Source: an optimization exercise on an open RTL-to-GDS flow (aim: small area, a short achievable clock period and few clock cycles per item). Production flows keep margins and buffers that such runs may drop.
Function was checked by simulation only, so behaviour that the tests miss may differ from the original.
Power and IR drop assume default switching activity.

===== design/flow/design.v =====
`default_nettype none
package rau_pkg;
  localparam logic [2:0] OP_ADD = 3'd0;
  localparam logic [2:0] OP_SUB = 3'd1;
  localparam logic [2:0] OP_MUL = 3'd2;
  localparam logic [2:0] OP_DIV = 3'd3;
  localparam logic [1:0] ST_OK   = 2'd0;
  localparam logic [1:0] ST_ZDEN = 2'd1;
  localparam logic [1:0] ST_OVF  = 2'd2;
  localparam logic [1:0] K_GCD  = 2'd0;   
  localparam logic [1:0] K_ZDEN = 2'd1;   
  localparam logic [1:0] K_ZNUM = 2'd2;   
  localparam logic [1:0] K_CMP  = 2'd3;   
  localparam int XW = 63;   
  localparam int MW = 31;   
endpackage
`default_nettype wire
`default_nettype none
module rau_mul_step (
  input  wire logic [31:0] a,
  input  wire logic [7:0]  b8,
  input  wire logic [32:0] as,
  input  wire logic [32:0] ac,
  input  wire logic        cin,
  output logic [7:0]       lo8,
  output logic [32:0]      ns,
  output logic [32:0]      nc,
  output logic             cout
);
  function automatic logic [81:0] csa(input logic [40:0] x, input logic [40:0] y,
                                      input logic [40:0] z);
    logic [40:0] s, c;
    s = x ^ y ^ z;
    c = ((x & y) | (x & z) | (y & z)) << 1;
    csa = {s, c};
  endfunction
  logic [40:0] pp0, pp1, pp2, pp3, pp4, pp5, pp6, pp7, ra, rc;
  assign pp0 = {9'd0, a & {32{b8[0]}}};
  assign pp1 = {8'd0, a & {32{b8[1]}}, 1'd0};
  assign pp2 = {7'd0, a & {32{b8[2]}}, 2'd0};
  assign pp3 = {6'd0, a & {32{b8[3]}}, 3'd0};
  assign pp4 = {5'd0, a & {32{b8[4]}}, 4'd0};
  assign pp5 = {4'd0, a & {32{b8[5]}}, 5'd0};
  assign pp6 = {3'd0, a & {32{b8[6]}}, 6'd0};
  assign pp7 = {2'd0, a & {32{b8[7]}}, 7'd0};
  assign ra  = {8'd0, as};
  assign rc  = {8'd0, ac};
  logic [40:0] s1, c1, s2, c2, s3, c3, s4, c4, s5, c5, s6, c6, s7, c7, s8, c8;
  assign {s1, c1} = csa(pp0, pp1, pp2);
  assign {s2, c2} = csa(pp3, pp4, pp5);
  assign {s3, c3} = csa(pp6, pp7, ra);
  assign {s4, c4} = csa(s1, c1, s2);
  assign {s5, c5} = csa(c2, s3, c3);
  assign {s6, c6} = csa(s4, c4, s5);
  assign {s7, c7} = csa(s6, c6, c5);
  assign {s8, c8} = csa(s7, c7, rc);
  logic [8:0] low;
  assign low  = {1'b0, s8[7:0]} + {1'b0, c8[7:0]} + {8'd0, cin};
  assign lo8  = low[7:0];
  assign cout = low[8];
  assign ns   = s8[40:8];
  assign nc   = c8[40:8];
endmodule
`default_nettype wire
`default_nettype none
module rau_reduce #(
  parameter int KS = 4,   
  parameter int KE = 7    
) (
  input  wire logic                   clk,
  input  wire logic                   rst_n,
  input  wire logic                   ld,        
  input  wire logic [rau_pkg::XW-1:0] ld_s,      
  input  wire logic [rau_pkg::XW-1:0] ld_t,      
  input  wire logic                   ld_cmp,    
  input  wire logic                   ld_neg,    
  input  wire logic                   ld_lt,
  input  wire logic                   ld_eq,
  input  wire logic                   ld_gt,
  output logic                        can_take,  
  input  wire logic                   out_ready,
  output logic                        out_valid,
  output logic signed [31:0]          out_res_num,
  output logic [30:0]                 out_res_den,
  output logic                        out_less,
  output logic                        out_equal,
  output logic                        out_greater,
  output logic [1:0]                  out_status
);
  logic          busy_r;
  logic [rau_pkg::XW-1:0] x_r, y_r;
  logic [rau_pkg::MW-1:0] c00_r, c01_r, c10_r, c11_r;
  logic          ovf_r, neg_r, lt_r, eq_r, gt_r;
  logic [1:0]    kind_r;
  logic [30:0]   thr_r;
  logic          out_valid_r;
  logic          pboth_r, pgt_r;    
  logic [3:0]    pj0_r, pj1_r;
  logic          pact;
  assign pact = pboth_r || (pj0_r != 4'd0) || (pj1_r != 4'd0);
  logic term, fin, out_free;
  logic below;     
  assign below    = (x_r[62:31] == '0 && (x_r[30:0] & ~thr_r) == '0) ||
                    (y_r[62:31] == '0 && (y_r[30:0] & ~thr_r) == '0);
  logic xeq;
  assign xeq      = (x_r == y_r);
  assign term     = busy_r && ((kind_r != rau_pkg::K_GCD) || ovf_r || below || (xeq && !pact));
  assign out_free = !out_valid_r;   
  assign fin      = term && out_free;
  assign can_take = !busy_r || fin;
  logic [rau_pkg::XW:0]   dxy;
  logic [rau_pkg::XW-1:0] dyx;
  logic [rau_pkg::MW:0]   sum0, sum1;
  assign dxy  = {1'b0, x_r} - {1'b0, y_r};
  assign dyx  = y_r - x_r;
  assign sum0 = {1'b0, c00_r} + {1'b0, c01_r};
  assign sum1 = {1'b0, c10_r} + {1'b0, c11_r};
  function automatic logic [3:0] ctze(input logic [KE-1:0] v);
    logic [3:0] n;
    integer i;
    n = KE;
    for (i = KE - 1; i >= 0; i = i - 1) if (v[i]) n = i;
    ctze = n;
  endfunction
  function automatic logic [3:0] ctzs(input logic [KS-1:0] v);
    logic [3:0] n;
    integer i;
    n = KS;
    for (i = KS - 1; i >= 0; i = i - 1) if (v[i]) n = i;
    ctzs = n;
  endfunction
  function automatic logic shl_ovf(input logic [rau_pkg::MW-1:0] c, input logic [3:0] j);
    logic o;
    integer i;
    o = 1'b0;
    for (i = 0; i < KE; i = i + 1) if (i < j) o = o | c[rau_pkg::MW-1-i];
    shl_ovf = o;
  endfunction
  logic [rau_pkg::XW-1:0] x_n, y_n;
  logic [rau_pkg::MW-1:0] c00_n, c01_n, c10_n, c11_n;
  logic          ovf_n;
  logic [30:0]   thr_n;
  logic [62:0]   ld_or, ld_smear;
  logic [3:0]    jb, jx, jy, jd, jx0, jy0, j0, j1;
  logic          xe, ye, both_odd, gt;
  logic [rau_pkg::XW-1:0] x_pre, y_pre, d_sh, e_sh;
  logic [rau_pkg::MW-1:0] c00_sh, c10_sh, c01_sh, c11_sh;
  logic          ovf0, ovf1;
  always_comb begin
    xe       = !x_r[0];
    ye       = !y_r[0];
    both_odd = !xe && !ye;
    gt       = !dxy[rau_pkg::XW];
    jb = ctze(x_r[KE-1:0] | y_r[KE-1:0]);
    jx = ctze(x_r[KE-1:0]);
    jy = ctze(y_r[KE-1:0]);
    jd = ctzs(dxy[KS-1:0]);
    jx0 = (xe && ye) ? jb : (xe ? jx : 4'd0);
    jy0 = (xe && ye) ? jb : ((ye && !xe) ? jy : 4'd0);
    j0 = both_odd ? jd : ((xe && !ye) ? jx : 4'd0);
    j1 = both_odd ? jd : ((ye && !xe) ? jy : 4'd0);
    x_pre  = x_r >> jx0;
    y_pre  = y_r >> jy0;
    d_sh   = dxy[rau_pkg::XW-1:0] >> jd;
    e_sh   = dyx >> jd;
    thr_n  = (xe && ye) ? (thr_r >> jb) : thr_r;
    x_n = (both_odd && gt) ? d_sh : x_pre;
    y_n = (both_odd && !gt) ? e_sh : y_pre;
  end
  always_comb begin
    c00_sh = c00_r << pj0_r;
    c10_sh = c10_r << pj0_r;
    c01_sh = c01_r << pj1_r;
    c11_sh = c11_r << pj1_r;
    ovf0   = shl_ovf(c00_r, pj0_r) || shl_ovf(c10_r, pj0_r);
    ovf1   = shl_ovf(c01_r, pj1_r) || shl_ovf(c11_r, pj1_r);
    c00_n  = (pboth_r && !pgt_r) ? sum0[rau_pkg::MW-1:0] : c00_sh;
    c10_n  = (pboth_r && !pgt_r) ? sum1[rau_pkg::MW-1:0] : c10_sh;
    c01_n  = (pboth_r && pgt_r)  ? sum0[rau_pkg::MW-1:0] : c01_sh;
    c11_n  = (pboth_r && pgt_r)  ? sum1[rau_pkg::MW-1:0] : c11_sh;
    ovf_n  = (pboth_r && (sum0[rau_pkg::MW] || sum1[rau_pkg::MW])) ||
             (pboth_r ? (pgt_r ? ovf0 : ovf1) : (ovf0 || ovf1));
  end
  assign ld_or = ld_s | ld_t;
  integer si;
  always_comb begin
    ld_smear[62] = ld_or[62];
    for (si = 61; si >= 0; si = si - 1) ld_smear[si] = ld_smear[si + 1] | ld_or[si];
  end
  always_ff @(posedge clk) begin
    if (!rst_n) begin
      busy_r <= 1'b0;
    end else if (ld) begin
      busy_r <= 1'b1;
    end else if (fin) begin
      busy_r <= 1'b0;
    end
  end
  always_ff @(posedge clk) begin
    if (ld) begin
      x_r    <= ld_s;
      y_r    <= ld_t;
      c00_r  <= rau_pkg::MW'(1);
      c01_r  <= '0;
      c10_r  <= '0;
      c11_r  <= rau_pkg::MW'(1);
      ovf_r  <= 1'b0;
      neg_r  <= ld_neg;
      lt_r   <= ld_lt;
      eq_r   <= ld_eq;
      gt_r   <= ld_gt;
      thr_r  <= ld_smear[62:32];
      pboth_r <= 1'b0;
      pgt_r   <= 1'b0;
      pj0_r   <= 4'd0;
      pj1_r   <= 4'd0;
      kind_r <= ld_cmp ? rau_pkg::K_CMP : (ld_t == '0) ? rau_pkg::K_ZDEN : (ld_s == '0) ? rau_pkg::K_ZNUM : rau_pkg::K_GCD;
    end else if (busy_r && !term) begin
      c00_r <= c00_n;
      c01_r <= c01_n;
      c10_r <= c10_n;
      c11_r <= c11_n;
      ovf_r <= ovf_n;
      if (xeq) begin
        pboth_r <= 1'b0;
        pgt_r   <= 1'b0;
        pj0_r   <= 4'd0;
        pj1_r   <= 4'd0;
      end else begin
        x_r     <= x_n;
        y_r     <= y_n;
        thr_r   <= thr_n;
        pboth_r <= both_odd;
        pgt_r   <= gt;
        pj0_r   <= j0;
        pj1_r   <= j1;
      end
    end
  end
  logic signed [31:0] num_n;
  logic [30:0]        den_n;
  logic [1:0]         st_n;
  always_comb begin
    num_n = '0;
    den_n = '0;
    st_n  = rau_pkg::ST_OK;
    unique case (kind_r)
      rau_pkg::K_ZDEN: st_n = rau_pkg::ST_ZDEN;
      rau_pkg::K_ZNUM: den_n = 31'd1;
      rau_pkg::K_CMP:  ;
      default: begin
        if (ovf_r || below || sum0[rau_pkg::MW] || sum1[rau_pkg::MW]) begin
          st_n = rau_pkg::ST_OVF;
        end else begin
          num_n = neg_r ? -{1'b0, sum0[rau_pkg::MW-1:0]} : {1'b0, sum0[rau_pkg::MW-1:0]};
          den_n = sum1[rau_pkg::MW-1:0];
        end
      end
    endcase
  end
  always_ff @(posedge clk) begin
    if (!rst_n) begin
      out_valid_r <= 1'b0;
    end else if (fin) begin
      out_valid_r <= 1'b1;
    end else if (out_ready) begin
      out_valid_r <= 1'b0;
    end
  end
  always_ff @(posedge clk) begin
    if (fin) begin
      out_res_num <= num_n;
      out_res_den <= den_n;
      out_status  <= st_n;
      out_less    <= lt_r;
      out_equal   <= eq_r;
      out_greater <= gt_r;
    end
  end
  assign out_valid = out_valid_r;
endmodule
`default_nettype wire
`default_nettype none
module rational_arithmetic_unit (
  input  wire logic               clk,
  input  wire logic               rst_n,
  input  wire logic               in_valid,
  output logic                    in_ready,
  input  wire logic [2:0]         in_op,
  input  wire logic signed [31:0] in_a_num,
  input  wire logic [30:0]        in_a_den,
  input  wire logic signed [31:0] in_b_num,
  input  wire logic [30:0]        in_b_den,
  output logic                    out_valid,
  input  wire logic               out_ready,
  output logic signed [31:0]      out_res_num,
  output logic [30:0]             out_res_den,
  output logic                    out_less,
  output logic                    out_equal,
  output logic                    out_greater,
  output logic [1:0]              out_status
);
  localparam logic [2:0] PH_L  = 3'd0;   
  localparam logic [2:0] PH_R  = 3'd1;   
  localparam logic [2:0] PH_RR = 3'd2;   
  localparam logic [2:0] PH_F  = 3'd3;   
  localparam logic [2:0] PH_T  = 3'd4;   
  localparam logic [2:0] PH_S  = 3'd5;   
  localparam logic [2:0] PH_A  = 3'd6;   
  localparam logic [1:0] RS_NONE = 2'd0;
  localparam logic [1:0] RS_L    = 2'd1;
  localparam logic [1:0] RS_T    = 2'd2;
  localparam logic [1:0] RS_S    = 2'd3;
  logic        busy_r;          
  logic [2:0]  ph_r;
  logic [1:0]  cnt_r;           
  logic        first_r;         
  logic [1:0]  rs_r;
  logic [2:0]  op_r;
  logic        sa_r, sb_r;      
  logic        nl_r, nr_r;      
  logic start;                  
  assign start    = in_valid && !busy_r;
  assign in_ready = busy_r && (ph_r == PH_A);
  logic is_mul, is_div, is_cmp;
  assign is_mul = (op_r == rau_pkg::OP_MUL);
  assign is_div = (op_r == rau_pkg::OP_DIV);
  assign is_cmp = op_r[2];
  logic [31:0] am_in, bm_in;    
  assign am_in = in_a_num[31] ? 32'(-in_a_num) : 32'(in_a_num);
  assign bm_in = in_b_num[31] ? 32'(-in_b_num) : 32'(in_b_num);
  logic [31:0] lo_r, ma_r;
  logic [32:0] hs_r, hc_r;
  logic        cy_r;
  logic [7:0]  m_lo8;
  logic [32:0] m_ns, m_nc;
  logic        m_cout;
  rau_mul_step u_mul (
    .a    (ma_r),
    .b8   (lo_r[7:0]),
    .as   (first_r ? 33'd0 : hs_r),
    .ac   (first_r ? 33'd0 : hc_r),
    .cin  (!first_r && cy_r),
    .lo8  (m_lo8),
    .ns   (m_ns),
    .nc   (m_nc),
    .cout (m_cout)
  );
  logic [31:0] lo_fin;          
  logic [32:0] hres;            
  assign lo_fin = {m_lo8, lo_r[31:8]};
  assign hres   = hs_r + hc_r + {32'd0, cy_r};
  logic [62:0] l_r;             
  logic        st_valid_r;
  logic [62:0] st_s_r, st_t_r;
  logic        st_cmp_r, st_neg_r, st_lt_r, st_eq_r, st_gt_r;
  logic can_take, take;
  assign take = st_valid_r && can_take;
  logic stepping, last, form_now;
  assign stepping = busy_r && (ph_r == PH_L || ph_r == PH_R || ph_r == PH_T || ph_r == PH_S);
  assign last     = stepping && (cnt_r == 2'd3);
  assign form_now = busy_r && (ph_r == PH_F) && !st_valid_r;
  always_ff @(posedge clk) begin
    if (!rst_n) begin
      busy_r <= 1'b0;
    end else if (start) begin
      busy_r <= 1'b1;
    end else if (in_ready) begin
      busy_r <= 1'b0;
    end
  end
  always_ff @(posedge clk) begin
    if (start) begin
      op_r <= in_op;
      sa_r <= in_a_num[31];
      sb_r <= in_b_num[31];
      nl_r <= in_a_num[31] && (in_b_den != '0);
      nr_r <= in_b_num[31] && (in_a_den != '0);
    end
  end
  always_ff @(posedge clk) begin
    if (start) begin
      ph_r  <= PH_L;
      cnt_r <= 2'd0;
    end else if (stepping) begin
      cnt_r <= cnt_r + 2'd1;
      if (last) begin
        unique case (ph_r)
          PH_L:    ph_r <= PH_R;
          PH_R:    ph_r <= PH_RR;
          PH_T:    ph_r <= is_mul ? PH_S : PH_A;
          default: ph_r <= PH_A;
        endcase
      end
    end else if (ph_r == PH_RR) begin
      ph_r <= PH_F;
    end else if (form_now) begin
      ph_r <= is_cmp ? PH_A : PH_T;
    end
  end
  always_ff @(posedge clk) begin
    if (last) begin
      unique case (ph_r)
        PH_L:    rs_r <= RS_L;
        PH_T:    rs_r <= RS_T;
        PH_S:    rs_r <= RS_S;
        default: rs_r <= RS_NONE;
      endcase
    end else begin
      rs_r <= RS_NONE;
    end
  end
  always_ff @(posedge clk) begin
    if (start || (last && ph_r == PH_L) || form_now || (last && ph_r == PH_T && is_mul)) begin
      first_r <= 1'b1;
    end else if (stepping) begin
      first_r <= 1'b0;
    end
  end
  always_ff @(posedge clk) begin
    if (stepping) begin
      hs_r <= m_ns;
      hc_r <= m_nc;
      cy_r <= m_cout;
    end else if (ph_r == PH_RR) begin
      hs_r <= hres;
      hc_r <= '0;
      cy_r <= 1'b0;
    end
  end
  always_ff @(posedge clk) begin
    if (start) begin
      ma_r <= am_in;
      lo_r <= {1'b0, in_b_den};
    end else if (last && ph_r == PH_L) begin
      ma_r <= bm_in;
      lo_r <= {1'b0, in_a_den};
    end else if (form_now) begin
      ma_r <= {1'b0, in_a_den};
      lo_r <= is_div ? bm_in : {1'b0, in_b_den};
    end else if (last && ph_r == PH_T && is_mul) begin
      ma_r <= am_in;
      lo_r <= bm_in;
    end else if (stepping) begin
      lo_r <= lo_fin;
    end
  end
  logic [62:0] r_mag;
  assign r_mag = {hs_r[30:0], lo_r};
  logic        nrr;          
  logic        same;
  logic [63:0] sadd;         
  logic [63:0] rml;          
  logic        l_gt_r, l_eq_r;
  logic [62:0] s_mag;
  logic        s_neg;
  logic        f_lt, f_eq, f_gt;
  assign nrr    = (op_r == rau_pkg::OP_SUB) ? !nr_r : nr_r;
  assign same   = (nl_r == nrr);
  assign sadd   = same ? ({1'b0, l_r} + {1'b0, r_mag}) : ({1'b0, l_r} - {1'b0, r_mag});
  assign rml    = {1'b0, r_mag} - {1'b0, l_r};
  assign l_gt_r = rml[63];
  assign l_eq_r = (l_r == r_mag);
  always_comb begin
    if (same || l_gt_r || l_eq_r) begin
      s_mag = sadd[62:0];
      s_neg = nl_r;
    end else begin
      s_mag = rml[62:0];
      s_neg = nrr;
    end
    if (is_div) begin
      s_mag = l_r;
      s_neg = sa_r;
    end
    if (nl_r && !nr_r) begin
      f_lt = 1'b1; f_eq = 1'b0; f_gt = 1'b0;
    end else if (!nl_r && nr_r) begin
      f_lt = 1'b0; f_eq = 1'b0; f_gt = 1'b1;
    end else begin
      f_eq = l_eq_r;
      f_lt = nl_r ? l_gt_r : !(l_gt_r || l_eq_r);
      f_gt = nl_r ? !(l_gt_r || l_eq_r) : l_gt_r;
    end
  end
  always_ff @(posedge clk) begin
    if (last && ph_r == PH_L) l_r[31:0] <= lo_fin;
    if (rs_r == RS_L)         l_r[62:32] <= hres[30:0];
    if (form_now) begin
      st_s_r   <= s_mag;
      st_cmp_r <= is_cmp;
      st_neg_r <= is_mul ? (sa_r ^ sb_r) : (s_neg ^ (is_div && sb_r));
      st_lt_r  <= f_lt;
      st_eq_r  <= f_eq;
      st_gt_r  <= f_gt;
    end
    if (last && ph_r == PH_T) st_t_r[31:0] <= lo_fin;
    if (rs_r == RS_T)         st_t_r[62:32] <= hres[30:0];
    if (last && ph_r == PH_S) st_s_r[31:0] <= lo_fin;
    if (rs_r == RS_S)         st_s_r[62:32] <= hres[30:0];
  end
  always_ff @(posedge clk) begin
    if (!rst_n) begin
      st_valid_r <= 1'b0;
    end else if (in_ready) begin
      st_valid_r <= 1'b1;
    end else if (take) begin
      st_valid_r <= 1'b0;
    end
  end
  rau_reduce u_red (
    .clk         (clk),
    .rst_n       (rst_n),
    .ld          (take),
    .ld_s        (st_s_r),
    .ld_t        (st_t_r),
    .ld_cmp      (st_cmp_r),
    .ld_neg      (st_neg_r),
    .ld_lt       (st_lt_r),
    .ld_eq       (st_eq_r),
    .ld_gt       (st_gt_r),
    .can_take    (can_take),
    .out_ready   (out_ready),
    .out_valid   (out_valid),
    .out_res_num (out_res_num),
    .out_res_den (out_res_den),
    .out_less    (out_less),
    .out_equal   (out_equal),
    .out_greater (out_greater),
    .out_status  (out_status)
  );
endmodule
`default_nettype wire

===== design/flow/run.sh =====
#!/bin/bash
# synth_recipe.tcl (not shown) runs the flow's synth.tcl, then flattens the netlist and writes it again
# the make line also repeats each setting of config.mk as NAME=value (left out here)
make -C /OpenROAD-flow-scripts/flow DESIGN_CONFIG=/design/flow/config.mk WORK_HOME=/design/flow/orfs CLKGATE_MAP_FILE= SYNTH_SCRIPT=/design/flow/synth_recipe.tcl finish

===== design/flow/config.mk =====
export PLATFORM = sky130hd
export DESIGN_NAME = rational_arithmetic_unit
export DESIGN_NICKNAME = rational_arithmetic_unit
export VERILOG_FILES = /design/flow/design.v
export SDC_FILE = /design/flow/constraint.sdc
export NUM_CORES = 4
export LEC_CHECK = 0
export CAP_MARGIN = 20
export CORE_MARGIN = 2
export CORE_UTILIZATION = 35
export SETUP_SLACK_MARGIN = 5
export SLEW_MARGIN = 20

===== design/flow/constraint.sdc =====
create_clock -name core_clock -period 11.0 [get_ports {clk}]
set_input_delay 2.2000 -clock core_clock [delete_from_list [all_inputs] [get_ports {clk}]]
set_output_delay 2.2000 -clock core_clock [all_outputs]
set_load 0.01 [all_outputs]

==> results of run 1 <==
## synthesized netlist by cell type (35+ instances only)
| master | number | area (um^2) |
|---|---|---|
| nand2_1 | 1001 | 3760 |
| a21oi_1 | 909 | 4550 |
| nor2_1 | 822 | 3090 |
| inv_1 | 641 | 2410 |
| o21ai_0 | 593 | 2970 |
| edfxtp_1 | 562 | 16900 |
| clkbuf_1 | 507 | 1900 |
| mux2i_1 | 481 | 4810 |
| ha_1 | 468 | 5860 |
| fa_1 | 253 | 5060 |
| and2_1 | 243 | 1520 |
| nor3_1 | 201 | 1010 |
| xnor2_1 | 191 | 1670 |
| a211oi_1 | 172 | 1290 |
| xor2_1 | 162 | 1420 |
| a21o_1 | 146 | 1100 |
| dfxtp_1 | 146 | 2920 |
| a31oi_1 | 145 | 907 |
| nor2b_1 | 136 | 851 |
| nand3_1 | 128 | 641 |
| nand4_1 | 125 | 782 |
| o21bai_1 | 114 | 856 |
| nor4_1 | 101 | 632 |
| o211ai_1 | 84 | 631 |
| buf_1 | 83 | 312 |
| nand2b_1 | 73 | 457 |
| o31ai_1 | 65 | 488 |
| a221oi_1 | 63 | 552 |
| mux2_2 | 63 | 709 |
| o21a_1 | 60 | 450 |
| o22ai_1 | 47 | 294 |
| or3_1 | 47 | 294 |
| o311ai_0 | 46 | 403 |
| a311oi_1 | 44 | 385 |
| o221ai_1 | 41 | 359 |
| or2_2 | 36 | 225 |
| a21boi_0 | 35 | 263 |
## area by class of cell
type                       count  area (um^2)  share of cell area
antenna                       11         27.5            0.000325
clock buffer                 113         2450              0.0290
clock inverter                58          608             0.00719
inverter                     647         2440              0.0288
multi-input combinational   7515        52600               0.621
sequential                   708        19800               0.234
tap                         2854         3570              0.0422
timing repair buffer         345         3160              0.0373
## layout by cell type (no fill, tap or decap), drive strengths merged, types with 145 or more instances in the layout
| cell | instances |
|---|---|
| ha | 468 |
| nor2 | 823 |
| o21ai | 598 |
| xnor2 | 191 |
| mux2i | 481 |
| nor3 | 202 |
| fa | 253 |
| dfxtp | 146 |
| a21o | 146 |
| xor2 | 162 |
| and2 | 246 |
| a211oi | 173 |
| inv | 649 |
| clkdlybuf4s50 | 202 |
| a31oi | 145 |
| nand2 | 1001 |
| edfxtp | 562 |
| a21oi | 909 |
## routing by layer
metal | vias to the layer above | share of wire | track usage
met5 | - | 0.00029 | 0
met4 | 16 | 0.052 | 0.137
met3 | 822 | 0.12 | 0.0660
met2 | 5114 | 0.42 | 0.444
met1 | 38000 | 0.41 | 0.411
li1 | 33900 | - | -
## stage by stage
step | cells | area [um^2]
after detailed placement | 12100 | 81400
after floorplan | 9466 | 76700
after global placement | 12100 | 81400
after CTS | 12200 | 84500
final | 12300 | 84600
after global routing | 12200 | 84600
## power by group
| part | internal (mW) | switching, mW | total, mW |
|---|---|---|---|
| Clock | 1.79 | 1.36 | 3.14 |
| Sequential | 3.53 | 0.298 | 3.82 |
| Combinational | 3.31 | 6.13 | 9.44 |
## worst reg2reg max path: stages, from the launching register on
cell and delay [ns]:
edfxtp_1 0.64, inv_1 0.09, ha_1 0.56, nand4_1 0.64, nor4_1 0.61, nand4_1 0.19, nor3_2 0.26, buf_4 0.25
a211oi_1 0.20, o21a_1 0.27, nand2b_4 0.31, inv_8 0.54, nor2_2 0.10, buf_4 0.29, nand2_1 0.52, a21oi_1 0.11
a311oi_1 0.24
## cells by family after synthesis
kind of cell | count (synthesis) | synth area share
buf+inv | 1244 | 0.0610
simple gates | 3024 | 0.185
xor+xnor | 353 | 0.0403
mux | 562 | 0.0773
fa+ha+maj | 721 | 0.142
flops | 708 | 0.258
compound gates | 2854 | 0.236
## sequential cells by signal, summed over array words and instances (netlist names), 3 cells and up, named ones only
signal and cells:
st_s_r 63, lo_r 32, u_red.pj1_r 3, st_t_r 63, u_red.x_r 63, u_red.out_res_den 31
u_red.c00_r 31, u_red.out_res_num 32, u_red.y_r 63, hc_r 33, hs_r 33, u_red.thr_r 31
u_red.c01_r 31, u_red.c10_r 31, u_red.pj0_r 3, u_red.c11_r 31, op_r 3, l_r 63
ma_r 32
## path summary, 6_finish.rpt
check	start	end	slack (ns)	cells past startpoint
worst max register to register	u_red.y_r[56]	u_red.y_r[27]	4.99	16
worst min-delay path	u_red.eq_r	u_red.out_equal	0.42	0
worst max-delay path	u_red.y_r[56]	u_red.y_r[27]	4.99	16
worst min register to register	u_red.eq_r	u_red.out_equal	0.42	0
## what timing repair did
item / 4_1_cts / 5_1_grt
gates resized for setup: 2 / 6
pin swaps: 0 / 1
setup buffers: 0 / 3
gates cloned: 0 / 1
endpoints found under the setup margin: 78 / 34
==> impl_results.md, run 1 <==
- CTS Buffer Depth: 3
- Status: no timing/DRC/antenna violations
- IO buf count: ~200
- Number of flops mapped to enable cells by yosys: roughly 560
- Worst slew margin: 0.117
- Worst Hold Class: register to register
- Synthesized cell area: approximately 0.077 mm^2
- Synth unique cells: 93
- Clk pin slew, worst setup/hold paths: 0.06 ns
- Largest net degree at the start of global routing: about 170
- Pre-CTS WS: just under 5 ns
- Total track usage: 0.298
- CP max-delay cell: edfxtp_1
- Starting Density: 0.353
- Final WL: around 350,000 um
- Setup violators final: 0
- CP required: approximately 12 ns
- Post-layout min period: ~6.0 ns
- Final ANT Viol Nets: 0
- Detailed Place HPWL: around 270,000 um
- Final hold violations: 0
- CP peak stage delay: about 0.64 ns
- Synth Register Bits: 708
- Iteration-0 DRC Markers: 11,200
- Die X: between 400 and 500 um
- Root Driver: clkbuf_16
- Syn avg cell area: about 8.1 um^2
- Pleak: 34.2 nW
- Die height: ~470 um
- Nets@finish: 10,200
- Syn Nets: slightly above 10,000
- Clock skew: about 0.046 ns
- RSZ-0062 raised after global routing: yes
- CTS Sinks: 708
- Setup ws final: between 4 and 5 ns
- Final Total Pwr: roughly 16 mW
- Arrival time worst endpoint: roughly 6.6 ns
- First-pass GRT wire length: 504,000 um
- Clk Latency, worst-skew pair: roughly 0.76 ns
- Setup TNS: 0 ns
- Critical path class: register to register
- Antenna violations before repair: 23
- Tcrit/Tclk final: 0.546
- Max-cap viol count: 0
- Crit end category: register
- Crit path max fanout: around 110
- Htree depth: 3
- Max Slew Vio Count: 0
- Rows: 171
- DR vias/cell: between 6 and 7
- CTS tree: done
- Yosys warnings: 3
- Sequential area share after synthesis: 0.258
- Inserted Clock Buffers: 92
- Max rail drop VDD: 198 uV
- Crit path max-delay family: simple AND/OR/NAND/NOR gates
- Gr ovfl total: 0
- Share of cells above drive strength 1: 0.0538
- Cells after Synth: ~9,500
- CP bufs+invs: 4
- Crit-path cells: inv_1, ha_1, nand4_1, nor4_1, nand4_1, nor3_2, buf_4, a211oi_1, o21a_1, nand2b_4, inv_8, nor2_2, buf_4, nand2_1, a21oi_1, a311oi_1
- Syn-to-layout area delta: 10.4%
- Via count: between 70,000 and 80,000
- TritonRoute pass-1 iters: 8
- CTS hold repair buffers: 0
- Ys flop type: edfxtp_1
- Slew at the pin closest to its max-slew limit: approximately 1.3 ns
- Per-cell routed wire length: approximately 28 um
- DRC Markers: 0
- Vias in the first global route: around 74,000
- Power Density: around 190 mW/mm^2
- Hold slack: 0.417 ns
- Gpl congestion: roughly 1.1
- # IOs: 203
- Fin util: 0.389
- Core area: around 0.22 mm^2
- FMAX: 0.166 GHz
- Ys async rst share: 0
- Crit start category: register
- Filler cells: ~22,000
- DIE AREA: 0.223 mm^2
Testbench counts, summed over its fixed seeds: cycles 45,488, items 2,400.
==> run 2, diff against run 1 <==
--- a/design/flow/design.v
+++ b/design/flow/design.v
@@ -24,2 +24,4 @@
   input  wire logic        cin,
+  input  wire logic        nega,
+  input  wire logic        corrb,
   output logic [7:0]       lo8,
@@ -36,3 +38,3 @@
   endfunction
-  logic [40:0] pp0, pp1, pp2, pp3, pp4, pp5, pp6, pp7, ra, rc;
+  logic [40:0] pp0, pp1, pp2, pp3, pp4, pp5, pp6, pp7, ra, rc, rna, rnb;
   assign pp0 = {9'd0, a & {32{b8[0]}}};
@@ -47,11 +49,16 @@
   assign rc  = {8'd0, ac};
+  assign rna = {33'd0, b8 & {8{nega}}};
+  assign rnb = {9'd0, a & {32{corrb}}};
   logic [40:0] s1, c1, s2, c2, s3, c3, s4, c4, s5, c5, s6, c6, s7, c7, s8, c8;
-  assign {s1, c1} = csa(pp0, pp1, pp2);
-  assign {s2, c2} = csa(pp3, pp4, pp5);
-  assign {s3, c3} = csa(pp6, pp7, ra);
-  assign {s4, c4} = csa(s1, c1, s2);
-  assign {s5, c5} = csa(c2, s3, c3);
-  assign {s6, c6} = csa(s4, c4, s5);
-  assign {s7, c7} = csa(s6, c6, c5);
-  assign {s8, c8} = csa(s7, c7, rc);
+  logic [40:0] s9, c9, s10, c10;
+  assign {s1, c1}   = csa(pp0, pp1, pp2);
+  assign {s2, c2}   = csa(pp3, pp4, pp5);
+  assign {s3, c3}   = csa(pp6, pp7, ra);
+  assign {s4, c4}   = csa(rc, rna, rnb);
+  assign {s5, c5}   = csa(s1, c1, s2);
+  assign {s6, c6}   = csa(c2, s3, c3);
+  assign {s7, c7}   = csa(s4, c4, s5);
+  assign {s9, c9}   = csa(c5, s6, c6);
+  assign {s10, c10} = csa(s7, c7, s9);
+  assign {s8, c8}   = csa(s10, c10, c9);
   logic [8:0] low;
@@ -328,6 +335,7 @@
   assign is_cmp = op_r[2];
-  logic [31:0] am_in, bm_in;    
-  assign am_in = in_a_num[31] ? 32'(-in_a_num) : 32'(in_a_num);
-  assign bm_in = in_b_num[31] ? 32'(-in_b_num) : 32'(in_b_num);
+  logic [31:0] am_in, bm_in;
+  assign am_in = in_a_num ^ {32{in_a_num[31]}};
+  assign bm_in = in_b_num ^ {32{in_b_num[31]}};
   logic [31:0] lo_r, ma_r;
+  logic        nega_r, negb_r;  
   logic [32:0] hs_r, hc_r;
@@ -342,3 +350,5 @@
     .ac   (first_r ? 33'd0 : hc_r),
-    .cin  (!first_r && cy_r),
+    .cin  (first_r ? (nega_r && negb_r) : cy_r),
+    .nega (nega_r),
+    .corrb(first_r && negb_r),
     .lo8  (m_lo8),
@@ -432,13 +442,21 @@
     if (start) begin
-      ma_r <= am_in;
-      lo_r <= {1'b0, in_b_den};
+      ma_r   <= am_in;
+      nega_r <= in_a_num[31];
+      lo_r   <= {1'b0, in_b_den};
+      negb_r <= 1'b0;
     end else if (last && ph_r == PH_L) begin
-      ma_r <= bm_in;
-      lo_r <= {1'b0, in_a_den};
+      ma_r   <= bm_in;
+      nega_r <= in_b_num[31];
+      lo_r   <= {1'b0, in_a_den};
+      negb_r <= 1'b0;
     end else if (form_now) begin
-      ma_r <= {1'b0, in_a_den};
-      lo_r <= is_div ? bm_in : {1'b0, in_b_den};
+      ma_r   <= {1'b0, in_a_den};
+      nega_r <= 1'b0;
+      lo_r   <= is_div ? bm_in : {1'b0, in_b_den};
+      negb_r <= is_div && in_b_num[31];
     end else if (last && ph_r == PH_T && is_mul) begin
-      ma_r <= am_in;
-      lo_r <= bm_in;
+      ma_r   <= am_in;
+      nega_r <= in_a_num[31];
+      lo_r   <= bm_in;
+      negb_r <= in_b_num[31];
     end else if (stepping) begin
==> design/flow/flow/run.sh (new file) <==
#!/bin/bash
set -euo pipefail
sed -e 's/SETUP_SLACK_MARGIN=[0-9.]*/SETUP_SLACK_MARGIN=6.5/' standard.sh > standard_margin.sh
grep -q 'SETUP_SLACK_MARGIN=6.5' standard_margin.sh
bash standard_margin.sh > flow_make.log 2>&1
==> design/flow/standard.sh (new file) <==
#!/bin/bash
# synth_recipe.tcl (not shown) runs the flow's synth.tcl, then flattens the netlist and writes it again
# the make line also repeats each setting of config.mk as NAME=value (left out here)
make -C /OpenROAD-flow-scripts/flow DESIGN_CONFIG=/design/flow/config.mk WORK_HOME=/design/flow/orfs CLKGATE_MAP_FILE= SYNTH_SCRIPT=/design/flow/synth_recipe.tcl "${@:-finish}"
removed: design/flow/run.sh
==> run 2 against run 1 <==
  * Combinational power up 31%
  * Area after synthesis increased by 1.0%
  * Non-clock buffer count up 314
  * Largest cell class unchanged
  * Die area grew 0.99%
  * Via count is 1.1% higher
  * Final area is 9.1% higher
  * Power rose by 20%
  * Hold slack better by 0.0052 ns
  * Flip-flop and latch count is the same
  * Fmax increased by 22%
  * Still clean on timing, DRC and antenna
==> impl_results.md, run 2 <==
- Gr ovfl total: 0 (unchanged)
- Core area: 0.220 mm^2 (+1.1%)
- Met3 Track Usage GR: 0.0566 (-0.00937)
- Status: no timing/DRC/antenna violations
- Post-layout min period: 4.93 ns (-1.08 ns)
- Yosys warnings: 3 (unchanged)
- Most frequent cells in the layout: 946 x nand2_1, 877 x a21oi_1, 819 x nor2_1
- RSZ-0062 raised after global routing: yes
- DRC Markers: 0 (unchanged)
- Commonest non-fill, non-tap cell in the layout: nand2_1
- Via count: 78,600 (+1.1%)
- Syn Nets: 10,500 (+1.4%)
- List of most frequent post-synthesis cells: 967 x nand2_1, 914 x a21oi_1, 856 x nor2_1
- Clk Latency, worst-skew pair: 0.76 ns (about the same)
- FMAX: 0.203 GHz (+22%)
- Clk pin slew, worst setup/hold paths: 0.06 ns (about the same)
- Htree depth: 3 (unchanged)
- Max rail drop VDD: 486 uV (+150%)
- Inserted Clock Buffers: 92 (unchanged)
- Crit end category: register
- Max Slew Vio Count: 0 (unchanged)
- Hold endpoint: u_red.out_equal
- Met2 track demand over resource: 0.456 (+0.0125)
- Starting Density: 0.352 (about the same)
- Number of flops mapped to enable cells by yosys: 561 (-0.18%)
- Arrival time worst endpoint: 5.46 ns (-1.09 ns)
- Clock skew: 0.0790 ns (+0.0331 ns)
- Critical R2R Launch: ma_r[2]
- Top cells by area, synth: edfxtp_1 22%, ha_1 7.8%, fa_1 7.4%
- Sequential area share after synthesis: 0.256 (-0.00268)
- Pleak: 37.4 nW (+9.4%)
- Setup violators final: 0 (unchanged)
- GR Util met1: 0.419 (+0.00893)
- Root Driver: clkbuf_16
- Final WL: 363,000 um (+4.8%)
- Reg-to-reg endpoint: lo_r[30]
- # IOs: 203 (unchanged)
- Gpl congestion: 1.03 (-3.3%)
- Syn avg cell area: 8.10 um^2 (about the same)
- Cell depth of the worst flop-to-flop path: 18 (+2)
- CTS Buffer Depth: 3 (unchanged)
- Cells after Synth: 9,562 (+1.0%)
- Yosys top cell by area: edfxtp_1
- Syn-to-layout area delta: 19.3%
- Hold path depth: 0 (unchanged)
- Critical path class: register to register
- Worst Hold Class: register to register
- Die height: 474 um (+0.49%)
- Design Area, Final: 0.0924 mm^2 (+9.1%)
- Share of the synthesized area in the top cell type: 0.218 (-0.00256)
- Vias in the first global route: 74,300 (+0.88%)
- Final hold violations: 0 (unchanged)
- Per-cell routed wire length: 28.5 um (+0.59%)
- Ys async rst share: 0 (unchanged)
- Gr busiest metal: met2
- Worst slew margin: 0.264 (+0.147)
- DIE AREA: 0.225 mm^2 (+0.99%)
- Power Density: 213 mW/mm^2 (+9.8%)
- DR vias/cell: 6.16 (-2.9%)
- Final Non-Filler Cells: 12,800 (+4.1%)
- Rows: 172 (+0.58%)
- CTS Sinks: 708 (unchanged)
- Filler cells: 22,000 (-1.5%)
- Synthesized cell area: 0.0774 mm^2 (+1.0%)
- Detailed Place HPWL: 266,000 um (-1.3%)
- Hold Startpoint: u_red.eq_r
- Synth unique cells: 111 (+19%)
- Ys flop type: edfxtp_1
- CTS tree: done
- Placement Cell Area: 0.0822 mm^2 (+0.94%)
- Share of cells above drive strength 1: 0.127 (+0.0731)
- Slew at the pin closest to its max-slew limit: 1.10 ns (-0.211 ns)
- Reg-to-reg slack, setup: 6.07 ns (+1.08 ns)
- Final Total Pwr: 19.7 mW (+20%)
- Largest net degree at the start of global routing: 95 (-45%)
- Post-Place Cells: 12,200 (+1.5%)
- CP required: 11.53 ns (about the same)
- Cell with the most instances after synthesis: nand2_1
- CTS hold repair buffers: 0 (unchanged)
- Die X: 474 um (+0.49%)
- Final ANT Viol Nets: 0 (unchanged)
- Antenna violations before repair: 13 (-43%)
- Iteration-0 DRC Markers: 10,100 (-9.3%)
- Hold slack: 0.422 ns (+0.00525 ns)
- Total track usage: 0.306 (+0.00713)
- Setup TNS: 0 ns (unchanged)
- TritonRoute pass-1 iters: 9 (+1)
- Max-cap viol count: 0 (unchanged)
- Tcrit/Tclk final: 0.448 (-0.0978)
- First-pass GRT wire length: 514,000 um (+1.9%)
- IO buf count: 202 (unchanged)
- Crit path max fanout: 3 (-97%)
- Synth Register Bits: 708 (unchanged)
- Nets@finish: 10,600 (+4.5%)
- Crit start category: register
==> run 2: final cells by class <==
cell class	count	area, um^2	area share
antenna	9	22.5	0.000244
clock buffer	108	2440	0.0265
clock inverter	65	942	0.0102
inverter	712	2720	0.0294
multi-input combinational	7538	56000	0.607
sequential	708	19800	0.215
tap	2958	3700	0.0401
timing repair buffer	659	6650	0.0720
timing repair inverter	2	17.5	0.000190
==> run 2: logic make-up after synthesis <==
kind of cell             Yosys count  share of synthesized area
buffers and inverters           1322                     0.0655
multiplexers                     571                     0.0753
AO/OA/AOI/OAI                   2753                      0.223
AND/OR/NAND/NOR                 3064                      0.186
flip-flops                       708                      0.256
XOR/XNOR                         374                     0.0424
adder cells (fa/ha/maj)          770                      0.152
==> run 2: how the worst max path moves through the flow <==
stage / from / to / slack (ns)
floorplan: u_red.x_r[30] / u_red.x_r[10] / 6.18
global placement: u_red.y_r[40] / u_red.y_r[11] / 4.25
detailed placement: u_red.y_r[40] / u_red.y_r[12] / 4.19
CTS: lo_r[5] / lo_r[30] / 6.07
global route: ma_r[2] / lo_r[30] / 5.93
finish: ma_r[2] / lo_r[30] / 6.07
==> run 2: through the flow <==
step / util / worst slack (ns)
2_1_floorplan: - / 6.18
3_3_place_gp: 0.374 / 4.25
3_5_place_dp: 0.374 / 4.19
4_1_cts: 0.405 / 6.07
5_1_grt: 0.420 / 5.93
6_report: 0.420 / 6.07
==> run 2: repair_timing <==
| item | 4_1_cts | 5_1_grt |
|---|---|---|
| gates resized for setup | 419 | 352 |
| pin swaps | 82 | 148 |
| buffers inserted | 132 | 162 |
| setup endpoints to repair | 727 | 496 |
| gates cloned | 22 | 12 |
==> run 2: per-layer routing <==
| layer | wire [um] | share of wire | up-vias |
|---|---|---|---|
| met5 | 68 | 0.00019 | - |
| met4 | 22400 | 0.062 | 10 |
| met3 | 36100 | 0.099 | 872 |
| met2 | 155000 | 0.43 | 4727 |
| met1 | 150000 | 0.41 | 38600 |
| li1 | - | - | 34500 |
==> run 2: critical path, cell delays in order (launching register included) <==
cell and delay, ns:
edfxtp_1 0.41, buf_4 0.16, and2_4 0.15, fa_1 0.52, fa_1 0.50, inv_1 0.05
fa_1 0.54, fa_1 0.47, fa_1 0.53, inv_2 0.05, ha_4 0.25, inv_2 0.07
o21bai_4 0.06, a21oi_4 0.20, xnor2_4 0.16, o211ai_1 0.10, o211ai_1 0.12, o21ai_1 0.10
o21ai_2 0.26
==> run 2: report_power, final <==
part	switching [mW]	leakage, nW	total, mW	internal, mW
Combinational	7.43	29.5	12.4	4.96
Clock	1.38	1.64	3.46	2.07
Sequential	0.261	6.30	3.82	3.56
Testbench counts of run 2, summed over its fixed seeds: cycles 45,488, items 2,400.
==> run 3, diff against run 2 <==
--- a/design/flow/design.v
+++ b/design/flow/design.v
@@ -23,9 +23,7 @@
   input  wire logic [32:0] ac,
-  input  wire logic        cin,
-  input  wire logic        nega,
-  input  wire logic        corrb,
-  output logic [7:0]       lo8,
+  input  wire logic        cin,    
+  output logic [7:0]       ls8,
+  output logic [7:0]       lc8,
   output logic [32:0]      ns,
-  output logic [32:0]      nc,
-  output logic             cout
+  output logic [32:0]      nc
 );
@@ -38,5 +36,5 @@
   endfunction
-  logic [40:0] pp0, pp1, pp2, pp3, pp4, pp5, pp6, pp7, ra, rc, rna, rnb;
+  logic [40:0] pp0, pp1, pp2, pp3, pp4, pp5, pp6, pp7, ra, rc;
   assign pp0 = {9'd0, a & {32{b8[0]}}};
-  assign pp1 = {8'd0, a & {32{b8[1]}}, 1'd0};
+  assign pp1 = {8'd0, a & {32{b8[1]}}, cin};
   assign pp2 = {7'd0, a & {32{b8[2]}}, 2'd0};
@@ -49,22 +47,15 @@
   assign rc  = {8'd0, ac};
-  assign rna = {33'd0, b8 & {8{nega}}};
-  assign rnb = {9'd0, a & {32{corrb}}};
   logic [40:0] s1, c1, s2, c2, s3, c3, s4, c4, s5, c5, s6, c6, s7, c7, s8, c8;
-  logic [40:0] s9, c9, s10, c10;
-  assign {s1, c1}   = csa(pp0, pp1, pp2);
-  assign {s2, c2}   = csa(pp3, pp4, pp5);
-  assign {s3, c3}   = csa(pp6, pp7, ra);
-  assign {s4, c4}   = csa(rc, rna, rnb);
-  assign {s5, c5}   = csa(s1, c1, s2);
-  assign {s6, c6}   = csa(c2, s3, c3);
-  assign {s7, c7}   = csa(s4, c4, s5);
-  assign {s9, c9}   = csa(c5, s6, c6);
-  assign {s10, c10} = csa(s7, c7, s9);
-  assign {s8, c8}   = csa(s10, c10, c9);
-  logic [8:0] low;
-  assign low  = {1'b0, s8[7:0]} + {1'b0, c8[7:0]} + {8'd0, cin};
-  assign lo8  = low[7:0];
-  assign cout = low[8];
-  assign ns   = s8[40:8];
-  assign nc   = c8[40:8];
+  assign {s1, c1} = csa(pp0, pp1, pp2);
+  assign {s2, c2} = csa(pp3, pp4, pp5);
+  assign {s3, c3} = csa(pp6, pp7, ra);
+  assign {s4, c4} = csa(s1, c1, s2);
+  assign {s5, c5} = csa(c2, s3, c3);
+  assign {s6, c6} = csa(s4, c4, s5);
+  assign {s7, c7} = csa(s6, c6, c5);
+  assign {s8, c8} = csa(s7, c7, rc);
+  assign ls8 = s8[7:0];
+  assign lc8 = c8[7:0];
+  assign ns  = s8[40:8];
+  assign nc  = c8[40:8];
 endmodule
@@ -329,4 +320,5 @@
   logic start;                  
-  assign start    = in_valid && !busy_r;
-  assign in_ready = busy_r && (ph_r == PH_A);
+  logic done_item;              
+  assign done_item = busy_r && (ph_r == PH_A);
+  assign start     = in_valid && (!busy_r || done_item);
   logic is_mul, is_div, is_cmp;
@@ -338,9 +330,7 @@
   assign bm_in = in_b_num ^ {32{in_b_num[31]}};
-  logic [31:0] lo_r, ma_r;
-  logic        nega_r, negb_r;  
+  logic [31:0] lo_r, lc_r, ma_r;
+  logic        nega_r, negb_r;
   logic [32:0] hs_r, hc_r;
-  logic        cy_r;
-  logic [7:0]  m_lo8;
+  logic [7:0]  m_ls8, m_lc8;
   logic [32:0] m_ns, m_nc;
-  logic        m_cout;
   rau_mul_step u_mul (
@@ -348,16 +338,14 @@
     .b8   (lo_r[7:0]),
-    .as   (first_r ? 33'd0 : hs_r),
-    .ac   (first_r ? 33'd0 : hc_r),
-    .cin  (first_r ? (nega_r && negb_r) : cy_r),
-    .nega (nega_r),
-    .corrb(first_r && negb_r),
-    .lo8  (m_lo8),
+    .as   (first_r ? (negb_r ? {1'b0, ma_r} : 33'd0) : hs_r),
+    .ac   (first_r ? (nega_r ? {1'b0, lo_r} : 33'd0) : hc_r),
+    .cin  (first_r && nega_r && negb_r),
+    .ls8  (m_ls8),
+    .lc8  (m_lc8),
     .ns   (m_ns),
-    .nc   (m_nc),
-    .cout (m_cout)
+    .nc   (m_nc)
   );
   logic [31:0] lo_fin;          
-  logic [32:0] hres;            
-  assign lo_fin = {m_lo8, lo_r[31:8]};
-  assign hres   = hs_r + hc_r + {32'd0, cy_r};
+  logic [31:0] plo;             
+  logic [64:0] pres;            
+  assign lo_fin = {m_ls8, lo_r[31:8]};
   logic [62:0] l_r;             
@@ -366,2 +354,11 @@
   logic        st_cmp_r, st_neg_r, st_lt_r, st_eq_r, st_gt_r;
+  always_comb begin
+    unique case (rs_r)
+      RS_L:    plo = l_r[31:0];
+      RS_T:    plo = st_t_r[31:0];
+      RS_S:    plo = st_s_r[31:0];
+      default: plo = lo_r;
+    endcase
+  end
+  assign pres = {hs_r, plo} + {hc_r, lc_r};
   logic can_take, take;
@@ -372,2 +369,3 @@
   assign form_now = busy_r && (ph_r == PH_F) && !st_valid_r;
+  assign in_ready = (form_now && !is_mul) || (last && ph_r == PH_T && is_mul);
   always_ff @(posedge clk) begin
@@ -377,3 +375,3 @@
       busy_r <= 1'b1;
-    end else if (in_ready) begin
+    end else if (done_item) begin
       busy_r <= 1'b0;
@@ -433,7 +431,5 @@
       hc_r <= m_nc;
-      cy_r <= m_cout;
+      lc_r <= {m_lc8, lc_r[31:8]};
     end else if (ph_r == PH_RR) begin
-      hs_r <= hres;
-      hc_r <= '0;
-      cy_r <= 1'b0;
+      hs_r <= pres[64:32];
     end
@@ -461,2 +457,4 @@
       negb_r <= in_b_num[31];
+    end else if (ph_r == PH_RR) begin
+      lo_r <= pres[31:0];
     end else if (stepping) begin
@@ -477,3 +475,3 @@
   assign same   = (nl_r == nrr);
-  assign sadd   = same ? ({1'b0, l_r} + {1'b0, r_mag}) : ({1'b0, l_r} - {1'b0, r_mag});
+  assign sadd   = {1'b0, l_r} + ({1'b0, r_mag} ^ {64{!same}}) + {63'd0, !same};
   assign rml    = {1'b0, r_mag} - {1'b0, l_r};
@@ -505,3 +503,3 @@
     if (last && ph_r == PH_L) l_r[31:0] <= lo_fin;
-    if (rs_r == RS_L)         l_r[62:32] <= hres[30:0];
+    if (rs_r == RS_L)         l_r <= pres[62:0];
     if (form_now) begin
@@ -515,5 +513,5 @@
     if (last && ph_r == PH_T) st_t_r[31:0] <= lo_fin;
-    if (rs_r == RS_T)         st_t_r[62:32] <= hres[30:0];
+    if (rs_r == RS_T)         st_t_r <= pres[62:0];
     if (last && ph_r == PH_S) st_s_r[31:0] <= lo_fin;
-    if (rs_r == RS_S)         st_s_r[62:32] <= hres[30:0];
+    if (rs_r == RS_S)         st_s_r <= pres[62:0];
   end
@@ -522,3 +520,3 @@
       st_valid_r <= 1'b0;
-    end else if (in_ready) begin
+    end else if (done_item) begin
       st_valid_r <= 1'b1;
==> design/flow/flow/run.sh (replaced) <==
#!/bin/bash
set -euo pipefail
sed -e 's/SETUP_SLACK_MARGIN=[0-9.]*/SETUP_SLACK_MARGIN=6.0/' standard.sh > standard_margin.sh
grep -q 'SETUP_SLACK_MARGIN=6.0' standard_margin.sh
bash standard_margin.sh > flow_make.log 2>&1
==> run 3 against run 2 <==
  * Still clean
  * Sequential share of layout area rose by 1.7 points
  * Flip-flop and latch count rose by 27
  * Clock skew fell by 0.0076 ns
  * Fmax fell by 1.9%
  * Count of clock-buffer cells in the layout rose by 4
  * Wire length fell by 1.6%
  * Register-to-register slack got worse by 0.09 ns
  * Combinational power fell by 3%
  * Core utilization fell by 2.4 points
  * Worst setup slack got worse by 0.094 ns
  * Critical path depth fell by 6
  * First-iteration DRC count fell by 3.3%
==> impl_results.md, run 3 <==
- Status: no timing/DRC/antenna violations
- Yosys top cell by area: edfxtp_1
- Iteration-0 DRC Markers: 9,806 (-3.3%)
- DR vias/cell: 6.18 (+0.29%)
- Gr ovfl total: 0 (unchanged)
- Crit path launch: u_red.x_r[10]
- Detailed Place HPWL: 275,000 um (+3.3%)
- Cell with the most instances after synthesis: nand2_1
- Yosys warnings: 3 (unchanged)
- CP max-delay cell: a21oi_1
- Crit start category: register
- TritonRoute pass-1 iters: 7 (-2)
- Ys async rst share: 0 (unchanged)
- Synth Register Bits: 735 (+3.8%)
- DRC Markers: 0 (unchanged)
- Ys flop type: edfxtp_1
- CTS hold repair buffers: 0 (unchanged)
- Per-cell routed wire length: 28.1 um (-1.3%)
- CTS tree: done
- Hold Startpoint: u_red.gt_r
- DIE AREA: 0.229 mm^2 (+1.9%)
- Crit path max-delay family: compound AO/OA/AOI/OAI gates
- CP bufs+invs: 0 (-4)
- Reg-to-reg slack, setup: 5.97 ns (-0.09 ns)
- Htree depth: 3 (unchanged)
- # IOs: 203 (unchanged)
- Share of cells above drive strength 1: 0.0766 (-0.0504)
- Die X: 479 um (+0.96%)
- Commonest non-fill, non-tap cell in the layout: nand2_1
- Top cells by area, synth: edfxtp_1 22%, ha_1 6.7%, fa_1 6.2%
- Slew at the pin closest to its max-slew limit: 1.29 ns (+0.182 ns)
- Reg-to-reg endpoint: u_red.y_r[35]
- Rows: 174 (+1.2%)
- First-pass GRT wire length: 516,000 um (+0.50%)
- Final WL: 357,000 um (-1.6%)
- Critical path class: register to register
- Worst slew margin: 0.134 (-0.130)
- Max rail drop VDD: 182 uV (-63%)
- Post-layout min period: 5.03 ns (+0.0940 ns)
- Critical Path End: u_red.y_r[35]
- Largest net degree at the start of global routing: 100 (+5.3%)
- Arrival time worst endpoint: 5.60 ns (+0.14 ns)
- Core area: 0.224 mm^2 (+2.2%)
- CTS Sinks: 735 (+3.8%)
- Total track usage: 0.299 (-0.00652)
- CP peak stage delay: 0.82 ns (+0.28 ns)
- IO buf count: 202 (unchanged)
- Share of the synthesized area in the top cell type: 0.224 (+0.00613)
- Setup TNS: 0 ns (unchanged)
- Number of flops mapped to enable cells by yosys: 588 (+4.8%)
- Die height: 479 um (+0.96%)
- FMAX: 0.199 GHz (-1.9%)
- Cell depth of the worst flop-to-flop path: 12 (-6)
- Synthesized cell area: 0.0789 mm^2 (+1.9%)
- Cells after Synth: 9,791 (+2.4%)
- CTS Buffer Depth: 3 (unchanged)
- Clk Latency, worst-skew pair: 0.80 ns (+0.04 ns)
- Worst Hold Class: register to register
- Vias in the first global route: 74,900 (+0.78%)
- Final Total Pwr: 19.6 mW (-0.45%)
- Inserted Clock Buffers: 95 (+3.3%)
- WP depth: 12 (-6)
- Via count: 78,700 (+0.019%)
- Most frequent cells in the layout: 1,128 x nand2_1, 924 x a21oi_1, 745 x nor2_1
- List of most frequent post-synthesis cells: 1,147 x nand2_1, 936 x a21oi_1, 771 x nor2_1
- Hold slack: 0.425 ns (+0.00306 ns)
- Power Density: 220 mW/mm^2 (+3.4%)
- Critical R2R Launch: u_red.x_r[10]
- Final hold violations: 0 (unchanged)
- Tcrit/Tclk final: 0.457 (+0.00855)
- Synth unique cells: 102 (-8.1%)
- Setup violators final: 0 (unchanged)
- Syn avg cell area: 8.06 um^2 (-0.44%)
- Syn Nets: 10,600 (+1.2%)
- Syn-to-layout area delta: 12.7%
- Crit-path cells: ha_1, a21oi_1, o21ai_1, a21oi_1, nor3_1, nor2_1, o221ai_1, nor2_1, xnor2_1, mux2i_1, o221ai_1, a311oi_1
- Sequential area share after synthesis: 0.261 (+0.00541)
- Pleak: 35.6 nW (-4.9%)
- Clk pin slew, worst setup/hold paths: 0.06 ns (about the same)
- Nets@finish: 10,400 (-1.6%)
- Max-cap viol count: 0 (unchanged)
- Root Driver: clkbuf_16
- RSZ-0062 raised after global routing: yes
- Crit end category: register
- CP required: 11.58 ns (+0.05 ns)
- Starting Density: 0.352 (-0.000735)
- Gpl congestion: 1.02 (-0.17%)
- Final ANT Viol Nets: 0 (unchanged)
- Antenna violations before repair: 20 (+7)
- Max Slew Vio Count: 0 (unchanged)
- Crit path max fanout: 12 (+9)
- Clock skew: 0.0714 ns (-0.00760 ns)
-- run 3: cell types whose count changed in the layout (fill, tap and decap cells not counted), moves of 70 or more --
cell,delta
mux2i_1,-93
buf_4,-169
a21o_1,+70
nand2_1,+182
nor2_1,-74
xor2_1,+76
o21ai_0,+250
-- run 3: per-layer routing --
metal  vias up  global-route usage  share of wire  wire length, um
met1     38500               0.414           0.42           149000
li1      35000                   -              -                -
met2      4465               0.453           0.43           154000
met5         -                   0        0.00020               72
met3       720              0.0553           0.10            36100
met4        10               0.132          0.050            18000
-- run 3: metrics by stage --
stage / util / instances / worst slack [ns] / cell area [um^2]
6_report: 0.396 / 12700 / 5.97 / 88900
2_1_floorplan: - / 9791 / 6.00 / 79100
3_3_place_gp: 0.373 / 12500 / 4.45 / 83700
3_5_place_dp: 0.373 / 12500 / 4.72 / 83700
5_1_grt: 0.396 / 12700 / 5.90 / 88900
4_1_cts: 0.392 / 12700 / 5.96 / 88000
-- run 3: timing repair --
action,4_1_cts,5_1_grt
buffers inserted,19,39
hold endpoints to repair,0,0
cloned,6,5
pin swaps,12,25
endpoints found under the setup margin,619,307
gates resized for setup,156,115
-- run 3: logic make-up after synthesis --
group,share of synthesized area
AND/OR/NAND/NOR,0.180
AO/OA/AOI/OAI,0.236
buffers and inverters,0.0626
flip-flops,0.261
adder cells (fa/ha/maj),0.129
multiplexers,0.0772
XOR/XNOR,0.0543
-- run 3: where the power goes --
part | switching, mW | total, mW | internal [mW] | leakage, nW
clock network | 1.45 | 3.37 | 1.92 | 1.59
registers | 0.369 | 4.19 | 3.82 | 6.54
logic | 7.55 | 12.0 | 4.46 | 27.4
-- run 3: worst min-delay path by stage --
stage                        endpoint  slack, ns  depth (start not counted)
floorplan                  u_red.eq_r       0.40                          0
detailed placement  u_red.out_greater       0.41                          0
CTS                 u_red.out_greater       0.43                          0
finish              u_red.out_greater       0.42                          0
global placement    u_red.out_greater       0.40                          0
global route        u_red.out_greater       0.43                          0
-- run 3: final cells by class --
cell class	count	area [um^2]
multi-input cells	7758	54700
diodes	4	10.0
clock buffers	112	2500
repair buffers	418	4070
well taps	2992	3740
repair inverters	3	28.8
flip-flops and latches	735	20600
inverters	636	2430
fillers	22700	136000
clock inverters	66	772
Testbench counts of run 3, summed over its fixed seeds: cycles 45,001, items 2,400.
==> run 4, diff against run 3 <==
==> design/flow/flow/run.sh (replaced) <==
#!/bin/bash
set -euo pipefail
sed -e 's/SETUP_SLACK_MARGIN=[0-9.]*/SETUP_SLACK_MARGIN=6.5/' standard.sh > standard_margin.sh
grep -q 'SETUP_SLACK_MARGIN=6.5' standard_margin.sh
bash standard_margin.sh > flow_make.log 2>&1
--- a/design/flow/config.mk
+++ b/design/flow/config.mk
@@ -12 +12,2 @@
 export SLEW_MARGIN = 20
+export TNS_END_PERCENT = 20
==> run 4 against run 3 <==
  * First-iteration DRC count grew 8.9%
  * Critical endpoint is now u_red.thr_r[17]
  * Core utilization increased by 1.7 points
  * Clock power increased by 7.1%
  * Still clean
  * Fmax up 7.7%
  * Highest routed layer unchanged
  * Final area rose by 4.2%
  * Area after synthesis did not move
==> impl_results.md, run 4 <==
- Status: no timing/DRC/antenna violations
- Commonest non-fill, non-tap cell in the layout: nand2_1
- Via count: 80,300 (+2.1%)
- First-pass GRT wire length: 523,000 um (+1.3%)
- Detailed Place HPWL: 277,000 um (+0.71%)
- Syn avg cell area: 8.06 um^2 (unchanged)
- Max Slew Vio Count: 0 (unchanged)
- Setup ws final: 6.33 ns (+0.358 ns)
- Inserted Clock Buffers: 99 (+4.2%)
- Htree depth: 3 (unchanged)
- CTS Sinks: 735 (unchanged)
- Design Area, Final: 0.0927 mm^2 (+4.2%)
- Clk pin slew, worst setup/hold paths: 0.06 ns (about the same)
- Top cells by area, synth: edfxtp_1 22%, ha_1 6.7%, fa_1 6.2%
- Ys async rst share: 0 (unchanged)
- Critical path class: register to register
- Pleak: 36.9 nW (+3.8%)
- Gpl congestion: 1.02 (about the same)
- TritonRoute pass-1 iters: 9 (+2)
- Final Total Pwr: 20.6 mW (+5.4%)
- Rows: 174 (unchanged)
- Worst slew margin: 0.167 (+0.0336)
- Synth Register Bits: 735 (unchanged)
- Max-cap viol count: 0 (unchanged)
- Core area: 0.224 mm^2 (unchanged)
- Syn Nets: 10,600 (unchanged)
- Iteration-0 DRC Markers: 10,700 (+8.9%)
- Clk Latency, worst-skew pair: 0.79 ns (about the same)
- Starting Density: 0.352 (unchanged)
- Share of cells above drive strength 1: 0.120 (+0.0430)
- Register area: 0.0206 mm^2 (about the same)
- Root Driver: clkbuf_16
- Post-layout min period: 4.67 ns (-0.358 ns)
- Synth unique cells: 102 (unchanged)
- Crit start category: register
- Pre-CTS WS: 4.58 ns (-0.135 ns)
- Setup violators final: 0 (unchanged)
- Number of flops mapped to enable cells by yosys: 588 (unchanged)
- Die height: 479 um (unchanged)
- Per-cell routed wire length: 28.6 um (+2.0%)
- Antenna violations before repair: 24 (+20%)
- CP required: 11.49 ns (-0.09 ns)
- Syn-to-layout area delta: 17.4%
- Clock skew: 0.0611 ns (-0.0104 ns)
- Cell with the most instances after synthesis: nand2_1
- Placement Cell Area: 0.0837 mm^2 (about the same)
- Share of the synthesized area in the top cell type: 0.224 (unchanged)
- FMAX: 0.214 GHz (+7.7%)
- Yosys top cell by area: edfxtp_1
- Power Density: 223 mW/mm^2 (+1.1%)
- Vias in the first global route: 75,400 (+0.64%)
- Footprint of the multi-input gates: 0.0566 mm^2 (+3.3%)
- Synthesized cell area: 0.0789 mm^2 (unchanged)
- Crit path max fanout: 4 (-8)
- # IOs: 203 (unchanged)
- Setup TNS: 0 ns (unchanged)
- Largest net degree at the start of global routing: 100 (unchanged)
- Final hold violations: 0 (unchanged)
- Final ANT Viol Nets: 0 (unchanged)
- Tcrit/Tclk final: 0.424 (-0.0325)
- CTS tree: done
- DRC Markers: 0 (unchanged)
- Ys flop type: edfxtp_1
- CTS Buffer Depth: 3 (unchanged)
- List of most frequent post-synthesis cells: 1,147 x nand2_1, 936 x a21oi_1, 771 x nor2_1
- Sequential area share after synthesis: 0.261 (unchanged)
- Die X: 479 um (unchanged)
- Yosys warnings: 3 (unchanged)
- Gr ovfl total: 0 (unchanged)
- Total track usage: 0.305 (+0.00580)
- DIE AREA: 0.229 mm^2 (unchanged)
- RSZ-0062 raised after global routing: yes
- Worst Hold Class: register to register
- Final WL: 369,000 um (+3.3%)
- Cells after Synth: 9,791 (unchanged)
- Filler cells: 22,500 (-0.91%)
- Most frequent cells in the layout: 1,118 x nand2_1, 889 x a21oi_1, 740 x nor2_1
- Crit end category: register
- DR vias/cell: 6.23 (+0.72%)
- Slew at the pin closest to its max-slew limit: 1.24 ns (-0.0464 ns)
- IO buf count: 202 (unchanged)
- CTS hold repair buffers: 0 (unchanged)
- Max rail drop VDD: 226 uV (+24%)
- Arrival time worst endpoint: 5.16 ns (-0.44 ns)
- Nets@finish: 10,600 (+1.6%)
- Hold slack: 0.443 ns (+0.0178 ns)
run 4: cell types whose count changed in the layout (fill, tap and decap cells not counted), moves of 14 or more:
cell,previous run,this run
buf_4,181,302
ha_1,409,342
ha_2,14,50
a21oi_1,924,889
o21ai_0,715,682
ha_4,1,32
a21oi_2,10,36
o21ai_1,20,41
xnor2_1,292,278
xnor2_2,13,27
run 4: area by class of cell:
cell class | count | area share
well taps | 2992 | 0.0404
multi-input cells | 7761 | 0.610
clock inverters | 62 | 0.00903
inverters | 636 | 0.0263
clock buffers | 121 | 0.0292
flip-flops and latches | 735 | 0.223
diodes | 7 | 0.000189
repair inverters | 4 | 0.000364
repair buffers | 576 | 0.0617
run 4: final timing paths:
path / startpoint / endpoint / slack (ns) / cells past startpoint
min reg2reg: st_gt_r / u_red.gt_r / 0.44 / 0
min: st_gt_r / u_red.gt_r / 0.44 / 0
max: st_t_r[59] / u_red.thr_r[17] / 6.33 / 8
max reg2reg: st_t_r[59] / u_red.thr_r[17] / 6.33 / 8
run 4: stage by stage:
stage / cells / utilization
2_1_floorplan: 9791 / -
3_3_place_gp: 12500 / 0.373
3_5_place_dp: 12500 / 0.373
4_1_cts: 12800 / 0.401
5_1_grt: 12900 / 0.413
6_report: 12900 / 0.413
run 4: timing repair:
| item | in CTS | in global routing |
|---|---|---|
| hold endpoints to repair | 0 | 0 |
| gates resized for setup | 344 | 363 |
| pin swaps | 66 | 106 |
| gates cloned | 18 | 10 |
| setup buffers | 90 | 111 |
| setup endpoints to repair | 791 | 618 |
run 4: cells by family (layout without fill, tap and decap cells):
group                      after synthesis  after routing  synth area share
AOI/OAI and AO/OA                     2987           2988             0.236
and+or+nand+nor                       3080           3083             0.180
buffers and inverters                 1299           1399            0.0626
other                                    0              7                 0
muxes                                  533            533            0.0772
adders and majority gates              668            668             0.129
DFF                                    735            735             0.261
xor gates and xnor gates               489            489            0.0543
run 4: critical path, stage by stage (launching register included):
cell and delay [ns]:
edfxtp_1 0.60, or4_1 0.64, nor4_4 0.37, nand4_2 0.26, or3_1 0.40, or3_1 0.36
nor3_1 0.92, nor4b_2 0.75, a31oi_1 0.08
run 4: where the power goes:
part / internal [mW] / switching (mW) / total (mW)
sequential: 3.82 / 0.373 / 4.20
clock: 2.12 / 1.49 / 3.61
combinational: 5.00 / 7.83 / 12.8
run 4: per-layer routing:
metal,vias up,share of wire,global-route usage
met5,-,0.00023,0
met4,6,0.060,0.145
met3,899,0.10,0.0588
met2,4906,0.42,0.456
met1,39100,0.41,0.420
li1,35300,-,-

re-timing with driven ports:
No port has a modelled driver above. Below, the same layouts with a new extraction and two added sets of constraints. Step 1: set_driving_cell puts a clkbuf_16 on clk and a buf_2 on each other input, an assumption about the parent block. Step 2, shift: input delay + t, output delay - t, t = (earliest + latest rising clock arrival at the registers) / 2. This alone moves slack from input paths to output paths. Slacks: ideal ports / drivers / drivers and shift; pairs: ideal ports / drivers.
| run | t (ns) | slack for setup (ns) | hold slack, ns | worst setup path after step 2 | clock arrival spread, ns |
|---|---|---|---|---|---|
| run 1 | 0.829 | 4.993 / 4.993 / 4.993 | 0.417 / 0.417 / 0.417 | register to register | 0.046 / 0.046 |
| run 2 | 0.804 | 6.069 / 6.069 / 6.069 | 0.422 / 0.422 / 0.422 | register to register | 0.079 / 0.079 |
| run 3 | 0.869 | 5.975 / 5.974 / 5.975 | 0.425 / 0.425 / 0.425 | register to register | 0.078 / 0.078 |
| run 4 | 0.861 | 6.333 / 6.319 / 5.981 | 0.443 / 0.443 / 0.443 | input to register | 0.065 / 0.066 |
After both steps every run listed still meets setup and hold. The setup slack of run 4, which loses most, moves by -0.014 ns with the drivers and by -0.352 ns with both steps.
